Context: an optimization exercise on an open-source flow, tuned for small area. The choices shown serve that exercise and are no tape-out recipe.
Only simulation tests tie the RTL to the original design; equivalence was not proved.
No activity file was given, so power comes from the tool's default toggle rates.

==> flow/design.v (excerpt) <==
module reg_file_sb #(
    parameter int DATA_W   = 32,
    parameter int ADDR_W   = 5,
    parameter int NUM_RD   = 2,
    parameter int BYPASS   = 1,
    parameter int ZERO_REG = 1
) (
    input  logic                     clk,
    input  logic                     rst,
    input  logic [NUM_RD*ADDR_W-1:0] rd_addr,
    output logic [NUM_RD*DATA_W-1:0] rd_data,
    output logic [NUM_RD-1:0]        rd_busy,
    input  logic                     wr_en,
    input  logic [ADDR_W-1:0]        wr_addr,
    input  logic [DATA_W-1:0]        wr_data,
    input  logic                     rsv_en,
    input  logic [ADDR_W-1:0]        rsv_addr,
    output logic                     rsv_ok,
    output logic [ADDR_W:0]          busy_cnt
);
    localparam int DEPTH = 1 << ADDR_W;
    logic [DATA_W-1:0] regs  [1:DEPTH-1];
    logic [DEPTH-1:1]  valid;
    logic [DEPTH-1:1]  busy;
    logic [DEPTH-1:1] wr_sel;
    logic [DEPTH-1:1] rsv_hit;
    always_comb begin
        for (int r = 1; r < DEPTH; r++) begin
            wr_sel[r]  = wr_en && (wr_addr == ADDR_W'(r));
            rsv_hit[r] = (rsv_addr == ADDR_W'(r));
  ...
For scale: about 2600 cells after synthesis, about 1100 flip-flops, roughly 130 I/O pins, about 43000 sq um of cells after synthesis.
clock: 7.0 ns
lec_check: 0
cap_margin: 20
core_margin: 2
core_utilization: 60
slew_margin: 20
synth_hierarchical: 1
synth_minimum_keep_size: 0
standard.sh (not shown) runs the stock make flow with config.mk's settings and CLKGATE_MAP_FILE= SYNTH_SCRIPT=/design/flow/synth_recipe.tcl, a recipe that flattens the netlist after the stock synthesis.
==> flow/flow/run.sh <==
#!/bin/bash
# The standard ORFS layout (standard.sh, unchanged synthesis), with these
# changes to how the layout is made:
#  - ports are buffered with buf_2 instead of the default delay-cell buffer;
#  - clock tree: clkbuf_4 only, small sink clusters, no dummy loads;
#  - after global routing, gates off the critical paths are downsized
#    (ORFS's power recovery).
# The make output goes to flow_make.log; ORFS keeps each step's log under
# orfs/logs/.
set -euo pipefail
bash standard.sh \
  "BUFFER_PORTS_ARGS=-buffer_cell sky130_fd_sc_hd__buf_2" \
  "CTS_ARGS=-sink_clustering_enable -repair_clock_nets -dont_use_dummy_load -buf_list sky130_fd_sc_hd__clkbuf_4 -sink_clustering_size 8 -sink_clustering_max_diameter 40" \
  RECOVER_POWER=100 \
  finish > flow_make.log 2>&1
The starting point finished with capacitance limit, slew limit left.
Next try:
==> flow/flow/run.sh (replaced) <==
#!/bin/bash
# The standard ORFS layout (standard.sh, unchanged synthesis), with two
# changes to how the layout is made:
#  - ports are buffered with buf_2 instead of the default delay-cell buffer;
#  - clock tree: clkbuf_8 only, small sink clusters, no dummy loads.
# The make output goes to flow_make.log; ORFS keeps each step's log under
# orfs/logs/.
set -euo pipefail
bash standard.sh \
  "BUFFER_PORTS_ARGS=-buffer_cell sky130_fd_sc_hd__buf_2" \
  "CTS_ARGS=-sink_clustering_enable -repair_clock_nets -dont_use_dummy_load -buf_list sky130_fd_sc_hd__clkbuf_8 -sink_clustering_size 14 -sink_clustering_max_diameter 50" \
  finish > flow_make.log 2>&1
Effect: This time the run completed without violations. Wire length decreases by about 1%. Clock-buffer cell count came out lower by 57. Critical path depth stays the same. Sequential power is about the same. Utilization came out higher by 0.89 points. Final area climbs by about 1.4%. Die area is unchanged. Via count goes down by 1.4%. Combinational power stays flat. Worst hold slack is better by 0.0044 ns.


== v35 ==
Another version of the RTL of reg_file_sb (not shown whole).
For scale: ~130 I/O pins, ~43000 µm² of cells after synthesis.
clock: 7.0 ns
lec_check: 0
cap_margin: 20
core_margin: 2
core_utilization: 60
slew_margin: 20
synth_hierarchical: 1
synth_minimum_keep_size: 0
==> flow/flow/run.sh <==
#!/bin/bash
# The standard ORFS layout (standard.sh, unchanged synthesis), with these
# changes to how the layout is made:
#  - input ports are buffered with buf_2 instead of the default delay-cell
#    buffer; output ports with buf_1 (flow/pre_resize.tcl, run at the start
#    of the resize step, after global placement);
#  - clock tree: clkbuf_4 only, small sink clusters, no dummy loads.
# The make output goes to flow_make.log; ORFS keeps each step's log under
# orfs/logs/.
set -euo pipefail
here=$(pwd)
bash standard.sh \
  "BUFFER_PORTS_ARGS=-inputs -buffer_cell sky130_fd_sc_hd__buf_2" \
  "PRE_RESIZE_TCL=$here/flow/pre_resize.tcl" \
  "CTS_ARGS=-sink_clustering_enable -repair_clock_nets -dont_use_dummy_load -buf_list sky130_fd_sc_hd__clkbuf_4 -sink_clustering_size 9 -sink_clustering_max_diameter 45" \
  finish > flow_make.log 2>&1
==> flow/flow/pre_resize.tcl <==
# Buffer the output ports with buf_1: each drives only its port's load. The
# input ports were buffered in global placement (BUFFER_PORTS_ARGS -inputs).
buffer_ports -outputs -buffer_cell sky130_fd_sc_hd__buf_1
What v32 does differently from v35 at the input level:
==> flow/flow/run.sh <==
#!/bin/bash
# The standard ORFS layout (standard.sh, unchanged synthesis), with two
# changes to how the layout is made:
#  - ports are buffered with buf_2 instead of the default delay-cell buffer;
#  - clock tree: clkbuf_4 only, small sink clusters, no dummy loads.
# The make output goes to flow_make.log; ORFS keeps each step's log under
# orfs/logs/.
set -euo pipefail
bash standard.sh \
  "BUFFER_PORTS_ARGS=-buffer_cell sky130_fd_sc_hd__buf_2" \
  "CTS_ARGS=-sink_clustering_enable -repair_clock_nets -dont_use_dummy_load -buf_list sky130_fd_sc_hd__clkbuf_4 -sink_clustering_size 9 -sink_clustering_max_diameter 45" \
  finish > flow_make.log 2>&1
removed: flow/flow/pre_resize.tcl
## What came out
No stage failed in v32, and the final checks on the layout all came back clean. Measured against each other, v32 and v35 differ in overall track demand over capacity in global routing, the lower figure coming from v35. For post-synthesis async set-or-reset flop share, v32 and v35 come out practically identical. From v32 to v35, number of stages on the worst setup path did not move at all. Relative to v35, maximum clock frequency has gone down in v32. In v32, sum of routed wire segments on met1 is higher than in v35. Compared with v35, v32 shows share of power burned in combinational logic higher by 0.2 points. [compare] base=v35 new=v32: final critical-path required period +0.32 ns, power climbed about 0.54%, clock transition at the register clock pins on the worst setup and hold paths after CTS dropped 0.03 ns, adder-cell area share of the yosys netlist shows no meaningful change, number of gates resized after cts essentially unchanged.

## separate check: timing with driven ports
Ports are ideal in the flow. The routed layouts listed here were re-timed in OpenROAD.
Step 1, drivers: a clkbuf_16 drives clk and a buf_2 each remaining input, both assumed.
Step 2 times the ports against the registers' clock, not the clock port: input delays grow and output delays shrink by t, the midpoint of the rising clock arrivals with the driver on.
Three values: ideal ports, drivers, drivers and shift; two values: the first two.
run	t (ns)	slack for setup (ns)	worst setup path at the end	worst slew at a driven data input, ns
the first run of note 1	1.115	0.334 / 0.306 / -0.592	input to register	0.12
the second run of note 1	0.782	0.463 / 0.440 / 0.440	input to output	0.13
v35	1.044	0.921 / 0.903 / 0.903	input to output	0.05
v32	1.063	0.600 / 0.580 / 0.580	input to output	0.05
For the first run of note 1, which loses most, drivers alone change the setup slack by -0.028 ns; drivers and shift together by -0.926 ns.
